This design comes from an exercise in tuning for small area and few clock cycles per item on the open sky130 flow, not from production work. Only simulation tests tie the RTL to the original design; equivalence was not proved. No activity file was given, so power comes from the tool's default toggle rates.

==> run a <==
==> flow/design.v <==
`default_nettype none
package tobm_pkg;
  localparam int MAX_WIDTH  = 1024;
  localparam int COL_W      = $clog2(MAX_WIDTH);
  localparam int IWIDTH_W   = 11;
  localparam int LW         = (COL_W + 1 > IWIDTH_W) ? COL_W + 1 : IWIDTH_W;
  localparam int CH_W       = 8;
  localparam int SUM_W      = 10;
  localparam int THRESH_W   = 10;
  localparam int COLUMN_W   = 10;
  localparam int ROWS_W     = 2;
  localparam int CFG_IDX_W  = 2;
  localparam int CFG_DATA_W = 11;
  localparam logic [THRESH_W-1:0] THRESHOLD_RESET = THRESH_W'(300);
  localparam logic [IWIDTH_W-1:0] WIDTH_RESET     = IWIDTH_W'(650);
  localparam logic [ROWS_W-1:0]   ROWS_FULL       = ROWS_W'(2);
  typedef enum logic [CFG_IDX_W-1:0] {
    REG_SUM_THRESHOLD = CFG_IDX_W'(0),
    REG_IMAGE_WIDTH   = CFG_IDX_W'(1)
  } cfg_reg_t;
  typedef struct packed {
    logic fg;
    logic up;
  } line_bits_t;
  localparam int LINE_BITS_W = 2;   
  typedef struct packed {
    logic [COL_W-1:0] col;
    logic             first_col;
    logic             last_col;
    logic             rows_valid;
    logic             top;
    logic             center;
    logic             upper;
    logic             left;
    logic             right;
  } win_t;
endpackage
`default_nettype wire
`default_nettype none
module tobm_ram #(
  parameter int WIDTH = 3,
  parameter int M     = 4,
  parameter int NGRP  = 1
) (
  input  wire logic             clk,
  input  wire logic             shift,
  input  wire logic [WIDTH-1:0] din,
  output logic      [WIDTH-1:0] dout
);
  logic [WIDTH-1:0] sr [NGRP*M];
  logic [WIDTH-1:0] gin [NGRP];
  for (genvar g = 0; g < NGRP; g++) begin : g_grp
    if (g == 0) begin : g_first
      assign gin[g] = din;
    end else begin : g_next
      assign gin[g] = sr[g*M-1];
    end
    always_ff @(posedge clk) begin
      sr[g*M] <= shift ? gin[g] : sr[g*M+M-1];
      for (int i = 1; i < M; i++) begin
        sr[g*M+i] <= sr[g*M+i-1];
      end
    end
  end
  assign dout = sr[NGRP*M-1];
endmodule
`default_nettype wire
`default_nettype none
import tobm_pkg::*;
module tobm_cfg_regs (
  input  wire logic                    clk,
  input  wire logic                    rst_n,
  input  wire logic                    cfg_valid,
  output logic                         cfg_ready,
  input  wire logic [tobm_pkg::CFG_IDX_W-1:0]  cfg_index,
  input  wire logic [tobm_pkg::CFG_DATA_W-1:0] cfg_data,
  output logic [tobm_pkg::THRESH_W-1:0] sum_threshold,
  output logic [tobm_pkg::COL_W-1:0]    last_col
);
  logic [THRESH_W-1:0] thr_r;
  logic [COL_W-1:0]    wm1_r;
  logic [COL_W-1:0]    wm1_wr;
  assign cfg_ready = 1'b1;
  always_comb begin
    if (cfg_data == '0) begin
      wm1_wr = '0;
    end else if (cfg_data > CFG_DATA_W'(MAX_WIDTH)) begin
      wm1_wr = COL_W'(MAX_WIDTH - 1);
    end else begin
      wm1_wr = COL_W'(cfg_data - CFG_DATA_W'(1));
    end
  end
  always_ff @(posedge clk) begin
    if (!rst_n) begin
      thr_r <= THRESHOLD_RESET;
      wm1_r <= COL_W'(WIDTH_RESET - IWIDTH_W'(1));
    end else if (cfg_valid) begin
      if (cfg_index == REG_SUM_THRESHOLD) thr_r <= cfg_data[THRESH_W-1:0];
      if (cfg_index == REG_IMAGE_WIDTH)   wm1_r <= wm1_wr;
    end
  end
  assign sum_threshold = thr_r;
  assign last_col      = wm1_r;
endmodule
`default_nettype wire
`default_nettype none
import tobm_pkg::*;
module tobm_window (
  input  wire logic                       clk,
  input  wire logic                       rst_n,
  input  wire logic [tobm_pkg::COL_W-1:0] last_col,    
  input  wire logic                       adv,         
  input  wire logic [2:0]                 x_new,       
  output logic      [2:0]                 head,        
  output logic      [2:0]                 next         
);
  localparam int M    = 4;
  localparam int H    = M + 1;
  localparam int NROT = 7;                  
  localparam int LW_  = $clog2(M);
  logic [8:0]      half;                    
  logic            p_small;
  logic [8:0]      sel;                     
  logic            plain;
  logic            shift;
  logic [LW_-1:0]  rot_r;
  logic [LW_-1:0]  lag_r;
  logic [2:0]      pend_r [M-1];
  logic [2:0]      x_in;
  logic [2:0]      f0_r;
  logic [2:0]      e1_r;
  logic [2:0]      e2_r [2];
  logic [2:0]      n1;
  logic [2:0]      n2;
  logic [2:0]      rnode [NROT+1];
  logic [2:0]      rout [NROT];
  logic [2:0]      h_r [H];
  logic [2:0]      h_d [H];
  assign half  = last_col[COL_W-1:1];
  assign p_small = (half < 9'd5);
  assign sel   = half - 9'd5;
  assign plain = p_small || (sel[8:2] == '0);
  assign shift = plain ? adv : ((rot_r == '0) && ((lag_r != '0) || adv));
  assign x_in  = (lag_r != '0) ? pend_r[0] : x_new;
  always_ff @(posedge clk) begin
    if (!rst_n) begin
      rot_r <= '0;
      lag_r <= '0;
    end else begin
      if (!shift) begin
        rot_r <= rot_r + LW_'(1);
      end
      if (shift && !adv) begin
        lag_r <= lag_r - LW_'(1);
      end else if (!shift && adv) begin
        lag_r <= lag_r + LW_'(1);
      end
    end
  end
  always_ff @(posedge clk) begin
    for (int i = 0; i < M-1; i++) begin
      if (shift && (lag_r != '0)) begin
        if (adv && (LW_'(i + 1) == lag_r)) begin
          pend_r[i] <= x_new;
        end else if (i < M-2) begin
          pend_r[i] <= pend_r[(i < M-2) ? i + 1 : i];
        end
      end else if (!shift && adv && (LW_'(i) == lag_r)) begin
        pend_r[i] <= x_new;
      end
    end
  end
  assign n1 = sel[0] ? e1_r : f0_r;
  assign n2 = sel[1] ? e2_r[1] : n1;
  always_ff @(posedge clk) begin
    if (shift) begin
      f0_r    <= x_in;
      e1_r    <= f0_r;
      e2_r[0] <= n1;
      e2_r[1] <= e2_r[0];
    end
  end
  assign rnode[0] = n2;
  for (genvar k = 0; k < NROT; k++) begin : g_rot
    tobm_ram #(
      .WIDTH (3),
      .M     (M),
      .NGRP  ((4 << k) / M)
    ) u_seg (
      .clk   (clk),
      .shift (shift),
      .din   (rnode[k]),
      .dout  (rout[k])
    );
    assign rnode[k+1] = sel[k+2] ? rout[k] : rnode[k];
  end
  always_comb begin
    for (int i = 0; i < H; i++) begin
      if (p_small && (half == 9'(H - 1 - i))) begin
        h_d[i] = x_in;
      end else if (i == 0) begin
        h_d[i] = rnode[NROT];
      end else begin
        h_d[i] = h_r[(i > 0) ? i - 1 : 0];
      end
    end
  end
  always_ff @(posedge clk) begin
    if (shift) begin
      for (int i = 0; i < H; i++) begin
        h_r[i] <= h_d[i];
      end
    end
  end
  always_comb begin
    head = h_r[H-1];
    next = h_r[H-2];
    for (int k = 1; k < M; k++) begin
      if (lag_r == LW_'(k)) begin
        head = h_r[H-1-k];
        next = h_r[H-2-k];
      end
    end
  end
endmodule
`default_nettype wire
`default_nettype none
import tobm_pkg::*;
module threshold_outer_boundary_marker (
  input  wire logic clk,
  input  wire logic rst_n,
  input  wire logic                           in_valid,
  output logic                                in_ready,
  input  wire logic [tobm_pkg::CH_W-1:0]      in_red,
  input  wire logic [tobm_pkg::CH_W-1:0]      in_green,
  input  wire logic [tobm_pkg::CH_W-1:0]      in_blue,
  input  wire logic                           in_flush,
  output logic                                out_valid,
  input  wire logic                           out_ready,
  output logic                                out_edge,
  output logic [tobm_pkg::COLUMN_W-1:0]       out_column,
  output logic                                out_frame_end,
  input  wire logic                           cfg_valid,
  output logic                                cfg_ready,
  input  wire logic [tobm_pkg::CFG_IDX_W-1:0]  cfg_index,
  input  wire logic [tobm_pkg::CFG_DATA_W-1:0] cfg_data
);
  logic [THRESH_W-1:0] sum_threshold;
  logic [COL_W-1:0]    last_col;
  logic [SUM_W-1:0]    sum;
  logic                cur;
  logic                in_acc;
  logic                step;
  logic                produce;
  logic                adv;
  logic                edge_nxt;
  logic [COL_W-1:0]    cnt_r;
  logic [ROWS_W-1:0]   rows_r;
  logic                left_r;
  logic                pend_a_r;
  logic                pend_u_r;
  logic [2:0]          head;
  logic [2:0]          next;
  logic [2:0]          x_in;
  logic                odd;
  logic                cen_a;
  logic                cen_u;
  logic                right_fg;
  logic                new_u;
  logic                ea;
  logic                eu;
  logic                oa;
  logic                ou;
  logic                a0;
  logic                a1;
  logic                u0;
  logic                u1;
  logic                first;
  logic                last;
  logic                top;
  logic                rows_valid;
  logic                out_valid_r;
  logic                out_edge_r;
  logic [COLUMN_W-1:0] out_column_r;
  logic                out_frame_end_r;
  tobm_cfg_regs u_cfg_regs (
    .clk           (clk),
    .rst_n         (rst_n),
    .cfg_valid     (cfg_valid),
    .cfg_ready     (cfg_ready),
    .cfg_index     (cfg_index),
    .cfg_data      (cfg_data),
    .sum_threshold (sum_threshold),
    .last_col      (last_col)
  );
  assign first      = (cnt_r == '0);
  assign last       = (cnt_r == last_col);
  assign odd        = cnt_r[0];
  assign rows_valid = (rows_r != '0);
  assign top        = (rows_r == ROWS_W'(1));
  assign in_ready = !out_valid_r || out_ready;
  assign in_acc   = in_valid && in_ready;
  assign step     = in_acc && !(in_flush && !rows_valid);
  assign produce  = step && rows_valid;
  assign adv      = step && (odd || last);
  assign sum = SUM_W'(in_red) + SUM_W'(in_green) + SUM_W'(in_blue);
  assign cur = !in_flush && (sum >= sum_threshold);
  tobm_window u_window (
    .clk      (clk),
    .rst_n    (rst_n),
    .last_col (last_col),
    .adv      (adv),
    .x_new    (x_in),
    .head     (head),
    .next     (next)
  );
  assign a0       = head[2] && head[1];
  assign a1       = head[2] && head[0];
  assign u0       = !head[2] && head[1];
  assign u1       = !head[2] && head[0];
  assign cen_a    = odd ? a1 : a0;
  assign cen_u    = odd ? u1 : u0;
  assign right_fg = odd ? (next[2] && next[1]) : a1;
  assign new_u = rows_valid && cen_a;
  always_comb begin
    if (odd) begin
      ea = pend_a_r;
      eu = pend_u_r;
      oa = cur;
      ou = new_u;
    end else begin
      ea = cur;
      eu = new_u;
      oa = 1'b0;
      ou = 1'b0;
    end
    if (ea || oa) begin
      x_in = {1'b1, ea, oa};
    end else begin
      x_in = {1'b0, eu, ou};
    end
  end
  always_comb begin
    if (cen_a) begin
      edge_nxt = top || in_flush || first || last;
    end else begin
      edge_nxt = cen_u || cur ||
                 (!first && left_r) || (!last && right_fg);
    end
  end
  always_ff @(posedge clk) begin
    if (!rst_n) begin
      cnt_r       <= '0;
      rows_r      <= '0;
      out_valid_r <= 1'b0;
    end else begin
      if (step) begin
        if (last) begin
          cnt_r <= '0;
          if (in_flush) begin
            rows_r <= '0;
          end else if (rows_r != ROWS_FULL) begin
            rows_r <= rows_r + ROWS_W'(1);
          end
        end else begin
          cnt_r <= cnt_r + COL_W'(1);
        end
      end
      if (produce) begin
        out_valid_r <= 1'b1;
      end else if (out_ready) begin
        out_valid_r <= 1'b0;
      end
    end
  end
  always_ff @(posedge clk) begin
    if (step) begin
      left_r   <= cen_a;
      pend_a_r <= cur;
      pend_u_r <= new_u;
    end
    if (produce) begin
      out_edge_r      <= edge_nxt;
      out_column_r    <= cnt_r;
      out_frame_end_r <= in_flush && last;
    end
  end
  assign out_valid     = out_valid_r;
  assign out_edge      = out_edge_r;
  assign out_column    = out_column_r;
  assign out_frame_end = out_frame_end_r;
endmodule
`default_nettype wire
==> flow/run.sh <==
#!/bin/bash
# synth_recipe.tcl (not shown) runs the flow's synth.tcl, then flattens the netlist and writes it again
# the make line also repeats each setting of config.mk as NAME=value (left out here)
make -C /OpenROAD-flow-scripts/flow DESIGN_CONFIG=/design/flow/config.mk WORK_HOME=/design/flow/orfs CLKGATE_MAP_FILE= SYNTH_SCRIPT=/design/flow/synth_recipe.tcl finish
==> flow/config.mk <==
export PLATFORM = sky130hd
export DESIGN_NAME = threshold_outer_boundary_marker
export DESIGN_NICKNAME = threshold_outer_boundary_marker
export VERILOG_FILES = /design/flow/design.v
export SDC_FILE = /design/flow/constraint.sdc
export NUM_CORES = 4
export LEC_CHECK = 0
export CAP_MARGIN = 35
export CORE_MARGIN = 2
export CORE_UTILIZATION = 40
export PLACE_DENSITY = 0.6
export SLEW_MARGIN = 45
==> flow/constraint.sdc <==
create_clock -name core_clock -period 8.0 [get_ports {clk}]
set_input_delay 1.6000 -clock core_clock [delete_from_list [all_inputs] [get_ports {clk}]]
set_output_delay 1.6000 -clock core_clock [all_outputs]
set_load 0.01 [all_outputs]
==> run b (differences from run a) <==
==> flow/design.v, changed modules only <==
module tobm_ram #(
  parameter int WIDTH = 3,
  parameter int M     = 4,
  parameter int NGRP  = 1
) (
  input  wire logic             clk,
  input  wire logic             shift,
  input  wire logic             shift_n,    
  input  wire logic [WIDTH-1:0] din,
  output logic      [WIDTH-1:0] dout
);
  logic [WIDTH-1:0] sr [NGRP*M];
  logic [WIDTH-1:0] gin [NGRP];
  for (genvar g = 0; g < NGRP; g++) begin : g_grp
    if (g == 0) begin : g_first
      assign gin[g] = din;
    end else begin : g_next
      assign gin[g] = sr[g*M-1];
    end
    always_ff @(posedge clk) begin
      sr[g*M] <= (gin[g] & {WIDTH{shift}}) | (sr[g*M+M-1] & {WIDTH{shift_n}});
      for (int i = 1; i < M; i++) begin
        sr[g*M+i] <= sr[g*M+i-1];
      end
    end
  end
  assign dout = sr[NGRP*M-1];
endmodule
module tobm_window #(
  parameter int M = 8
) (
  input  wire logic                       clk,
  input  wire logic                       rst_n,
  input  wire logic [tobm_pkg::COL_W-1:0] last_col,    
  input  wire logic                       adv,         
  input  wire logic [2:0]                 x_new,       
  output logic      [2:0]                 head,        
  output logic      [2:0]                 next         
);
  localparam int LAGMAX = M / 2;
  localparam int H      = LAGMAX + 2;
  localparam int LGM    = $clog2(M);
  localparam int LGL    = $clog2(LAGMAX + 1);
  localparam int NSEG = 9;                  
  logic [8:0]      half;                    
  logic            p_small;
  logic [8:0]      sel;                     
  logic            plain;
  logic            shift;
  logic            lagging;
  logic [LGM-1:0]  rot_r;
  logic [LGL-1:0]  lag_r;
  logic [2:0]      x_in;
  logic [2:0]      node [NSEG+1];
  logic [2:0]      sout [NSEG];
  logic [2:0]      h_r [H];
  logic [2:0]      h_d [H];
  logic            h_en [H];
  assign half    = last_col[COL_W-1:1];
  assign p_small = (half < 9'(H));
  assign sel     = half - 9'(H - 1);
  assign plain   = p_small;
  assign lagging = !plain && (lag_r != '0);
  assign shift = plain ? adv : ((rot_r == '0) && (lagging || adv));
  assign x_in  = lagging ? h_r[H-1] : x_new;
  always_ff @(posedge clk) begin
    if (!rst_n) begin
      rot_r <= '0;
      lag_r <= '0;
    end else begin
      if (!shift) begin
        rot_r <= rot_r + LGM'(1);
      end
      if (plain) begin
        lag_r <= '0;
      end else if (shift && !adv) begin
        lag_r <= lag_r - LGL'(1);
      end else if (!shift && adv) begin
        lag_r <= lag_r + LGL'(1);
      end
    end
  end
  assign node[0] = x_in;
  for (genvar k = 0; k < NSEG; k++) begin : g_seg
    if (k == 0) begin : g_en
      logic [2:0] e_r;
      always_ff @(posedge clk) begin
        if (shift) begin
          e_r <= node[k];
        end
      end
      assign sout[k] = e_r;
    end else begin : g_rot
      tobm_ram #(
        .WIDTH (3),
        .M     ((k < LGM) ? (1 << k) : M),
        .NGRP  ((k < LGM) ? 1 : (1 << k) / M)
      ) u_seg (
        .clk   (clk),
        .shift (shift),
        .shift_n (!shift),
        .din   (node[k]),
        .dout  (sout[k])
      );
    end
    assign node[k+1] = sel[k] ? sout[k] : node[k];
  end
  always_comb begin
    for (int i = 0; i < H; i++) begin
      h_en[i] = shift;
      if (p_small && (half == 9'(H - 1 - i))) begin
        h_d[i] = x_in;
      end else if (i == 0) begin
        h_d[i] = node[NSEG];
      end else begin
        h_d[i] = h_r[(i > 0) ? i - 1 : 0];
      end
      if (adv && lagging && shift && (i == H - int'(lag_r))) begin
        h_d[i] = x_new;
      end
      if (adv && !shift && !plain && (i == H - 1 - int'(lag_r))) begin
        h_d[i] = x_new;
        h_en[i] = 1'b1;
      end
    end
  end
  always_ff @(posedge clk) begin
    for (int i = 0; i < H; i++) begin
      if (h_en[i]) begin
        h_r[i] <= h_d[i];
      end
    end
  end
  always_comb begin
    head = h_r[H-1];
    next = h_r[H-2];
    for (int k = 1; k <= LAGMAX; k++) begin
      if (lagging && (lag_r == LGL'(k))) begin
        head = h_r[H-1-k];
        next = h_r[H-2-k];
      end
    end
  end
endmodule
module threshold_outer_boundary_marker (
  input  wire logic clk,
  input  wire logic rst_n,
  input  wire logic                           in_valid,
  output logic                                in_ready,
  input  wire logic [tobm_pkg::CH_W-1:0]      in_red,
  input  wire logic [tobm_pkg::CH_W-1:0]      in_green,
  input  wire logic [tobm_pkg::CH_W-1:0]      in_blue,
  input  wire logic                           in_flush,
  output logic                                out_valid,
  input  wire logic                           out_ready,
  output logic                                out_edge,
  output logic [tobm_pkg::COLUMN_W-1:0]       out_column,
  output logic                                out_frame_end,
  input  wire logic                           cfg_valid,
  output logic                                cfg_ready,
  input  wire logic [tobm_pkg::CFG_IDX_W-1:0]  cfg_index,
  input  wire logic [tobm_pkg::CFG_DATA_W-1:0] cfg_data
);
  logic [THRESH_W-1:0] sum_threshold;
  logic [COL_W-1:0]    last_col;
  logic [SUM_W-1:0]    sum;
  logic                cur;
  logic                in_acc;
  logic                step;
  logic                produce;
  logic                adv;
  logic                edge_nxt;
  logic [COL_W-1:0]    prev_r;      
  logic                at0_r;       
  logic [COL_W-1:0]    col;         
  logic [ROWS_W-1:0]   rows_r;
  logic                left_r;
  logic                pend_a_r;
  logic                pend_u_r;
  logic [2:0]          head;
  logic [2:0]          next;
  logic [2:0]          x_in;
  logic                odd;
  logic                cen_a;
  logic                cen_u;
  logic                right_fg;
  logic                new_u;
  logic                ea;
  logic                eu;
  logic                oa;
  logic                ou;
  logic                a0;
  logic                a1;
  logic                u0;
  logic                u1;
  logic                first;
  logic                last;
  logic                top;
  logic                rows_valid;
  logic                out_valid_r;
  logic                out_edge_r;
  tobm_cfg_regs u_cfg_regs (
    .clk           (clk),
    .rst_n         (rst_n),
    .cfg_valid     (cfg_valid),
    .cfg_ready     (cfg_ready),
    .cfg_index     (cfg_index),
    .cfg_data      (cfg_data),
    .sum_threshold (sum_threshold),
    .last_col      (last_col)
  );
  assign col        = at0_r ? '0 : prev_r + COL_W'(1);
  assign first      = at0_r;
  assign last       = (col == last_col);
  assign odd        = col[0];
  assign rows_valid = (rows_r != '0);
  assign top        = (rows_r == ROWS_W'(1));
  assign in_ready = !out_valid_r || out_ready;
  assign in_acc   = in_valid && in_ready;
  assign step     = in_acc && !(in_flush && !rows_valid);
  assign produce  = step && rows_valid;
  assign adv      = step && (odd || last);
  assign sum = SUM_W'(in_red) + SUM_W'(in_green) + SUM_W'(in_blue);
  assign cur = !in_flush && (sum >= sum_threshold);
  tobm_window u_window (
    .clk      (clk),
    .rst_n    (rst_n),
    .last_col (last_col),
    .adv      (adv),
    .x_new    (x_in),
    .head     (head),
    .next     (next)
  );
  assign a0       = head[2] && head[1];
  assign a1       = head[2] && head[0];
  assign u0       = !head[2] && head[1];
  assign u1       = !head[2] && head[0];
  assign cen_a    = odd ? a1 : a0;
  assign cen_u    = odd ? u1 : u0;
  assign right_fg = odd ? (next[2] && next[1]) : a1;
  assign new_u = rows_valid && cen_a;
  always_comb begin
    if (odd) begin
      ea = pend_a_r;
      eu = pend_u_r;
      oa = cur;
      ou = new_u;
    end else begin
      ea = cur;
      eu = new_u;
      oa = 1'b0;
      ou = 1'b0;
    end
    if (ea || oa) begin
      x_in = {1'b1, ea, oa};
    end else begin
      x_in = {1'b0, eu, ou};
    end
  end
  always_comb begin
    if (cen_a) begin
      edge_nxt = top || in_flush || first || last;
    end else begin
      edge_nxt = cen_u || cur ||
                 (!first && left_r) || (!last && right_fg);
    end
  end
  always_ff @(posedge clk) begin
    if (!rst_n) begin
      at0_r       <= 1'b1;
      rows_r      <= '0;
      out_valid_r <= 1'b0;
    end else begin
      if (step) begin
        at0_r <= last;
        if (last) begin
          if (in_flush) begin
            rows_r <= '0;
          end else if (rows_r != ROWS_FULL) begin
            rows_r <= rows_r + ROWS_W'(1);
          end
        end
      end
      if (produce) begin
        out_valid_r <= 1'b1;
      end else if (out_ready) begin
        out_valid_r <= 1'b0;
      end
    end
  end
  always_ff @(posedge clk) begin
    if (step) begin
      prev_r   <= col;
      left_r   <= cen_a;
      pend_a_r <= cur;
      pend_u_r <= new_u;
    end
    if (produce) begin
      out_edge_r <= edge_nxt;
    end
  end
  assign out_valid     = out_valid_r;
  assign out_edge      = out_edge_r;
  assign out_column    = prev_r;
  assign out_frame_end = !rows_valid;
endmodule
==> flow/flow/run.sh (new file) <==
#!/bin/bash
# The standard layout (the standard.sh: ORFS synthesis to finish, same
# settings), except that the port buffers are the smallest buffer cell,
# buf_1, instead of the cell ORFS picks. Every port still gets its buffer.
set -euo pipefail
bash standard.sh 'BUFFER_PORTS_ARGS=-buffer_cell sky130_fd_sc_hd__buf_1' finish > standard.log 2>&1
==> flow/standard.sh (new file) <==
#!/bin/bash
# synth_recipe.tcl (not shown) runs the flow's synth.tcl, then flattens the netlist and writes it again
# the make line also repeats each setting of config.mk as NAME=value (left out here)
make -C /OpenROAD-flow-scripts/flow DESIGN_CONFIG=/design/flow/config.mk WORK_HOME=/design/flow/orfs CLKGATE_MAP_FILE= SYNTH_SCRIPT=/design/flow/synth_recipe.tcl "${@:-finish}"
Settings changed: CORE_UTILIZATION 40 to 65, CTS_BUF_LIST set to sky130_fd_sc_hd__clkbuf_8, CTS_CLUSTER_DIAMETER set to 45, CTS_CLUSTER_SIZE set to 20, PLACE_DENSITY 0.6 to 0.8, SYNTH_HIERARCHICAL set to 1, SYNTH_MINIMUM_KEEP_SIZE set to 0.
removed: flow/run.sh
==> run summary <==
Status: run a finished clean; run b finished clean
Metal1 wirelength: run a 30300 um; run b 28900 um
Tot GR Track Use: run a 11.7%; run b 20.8%
Pin count of the biggest net entering global routing: run a 155; run b 151
Final net count: run a 3491; run b 2598
Amount of wire on met2 after detailed routing: run a 25000 um; run b 29300 um
Post-synthesis instance total: run a 3288; run b 2388
P_clk: run a 7300 uW; run b 4300 uW
Total number of vias: run a 20.5k; run b 16.9k
Count of non-CTS inverters in the layout: run a 52; run b 57
Comb pwr share: run a 6.2%; run b 7.9%
Data required time of the worst path: run a 8.48 ns; run b 8.65 ns
Power density over the cells: run a 358 nW/um^2; run b 341 nW/um^2
Mapped Avg Cell Area: run a 12.4 um^2; run b 16.0 um^2
Worst reg-to-reg path cell count: run a 13; run b 14
Share of the core filled with cells in the final layout: run a 47.3%; run b 71.7%
Clock network power share: run a 42.6%; run b 30.4%
Crit path arrival time: run a 6.13 ns; run b 6.54 ns
Clock buffer cells: run a 212; run b 116
Non-filler cells in the finished layout: run a 4892; run b 3346
Post-detailed-placement cell area: run a 42600 um^2; run b 39100 um^2
Total number of yosys warnings: run a 35; run b 43
Testbench counts of run a, summed over its fixed seeds: cycles 70,032, pixels 70,024.
Testbench counts of run b, summed over its fixed seeds: cycles 70,032, pixels 70,024.

==> static timing again, ports no longer ideal <==
How much do the figures lean on ideal ports? The routed layouts below were timed once more, with nothing changed but the port constraints. Step 1 (the two cells are an assumption about what drives the block):
set clk [get_ports {clk}]
set_driving_cell -lib_cell sky130_fd_sc_hd__clkbuf_16 $clk
set_driving_cell -lib_cell sky130_fd_sc_hd__buf_2 [delete_from_list [all_inputs] $clk]
Step 2 also shifts input and output timing later by t, the mid clock arrival at the registers, as if the neighbouring blocks saw the same clock. a / b / c = no drivers / after step 1 / after step 2; a / b = the first two.
run | t (ns) | setup WS [ns] | worst setup path after step 2 | slew at the worst register clock pin (ns) | worst slew at a driven data input, ns
run a | 0.783 | 2.349 / 2.387 / 1.604 | input to register | 0.07 / 0.07 | 0.07
run b | 0.798 | 2.110 / 2.140 / 1.341 | input to register | 0.12 / 0.12 | 0.04
After both steps every run listed still meets setup and hold. The setup slack of run b, which loses most, moves by +0.030 ns with the drivers and by -0.769 ns with both steps.
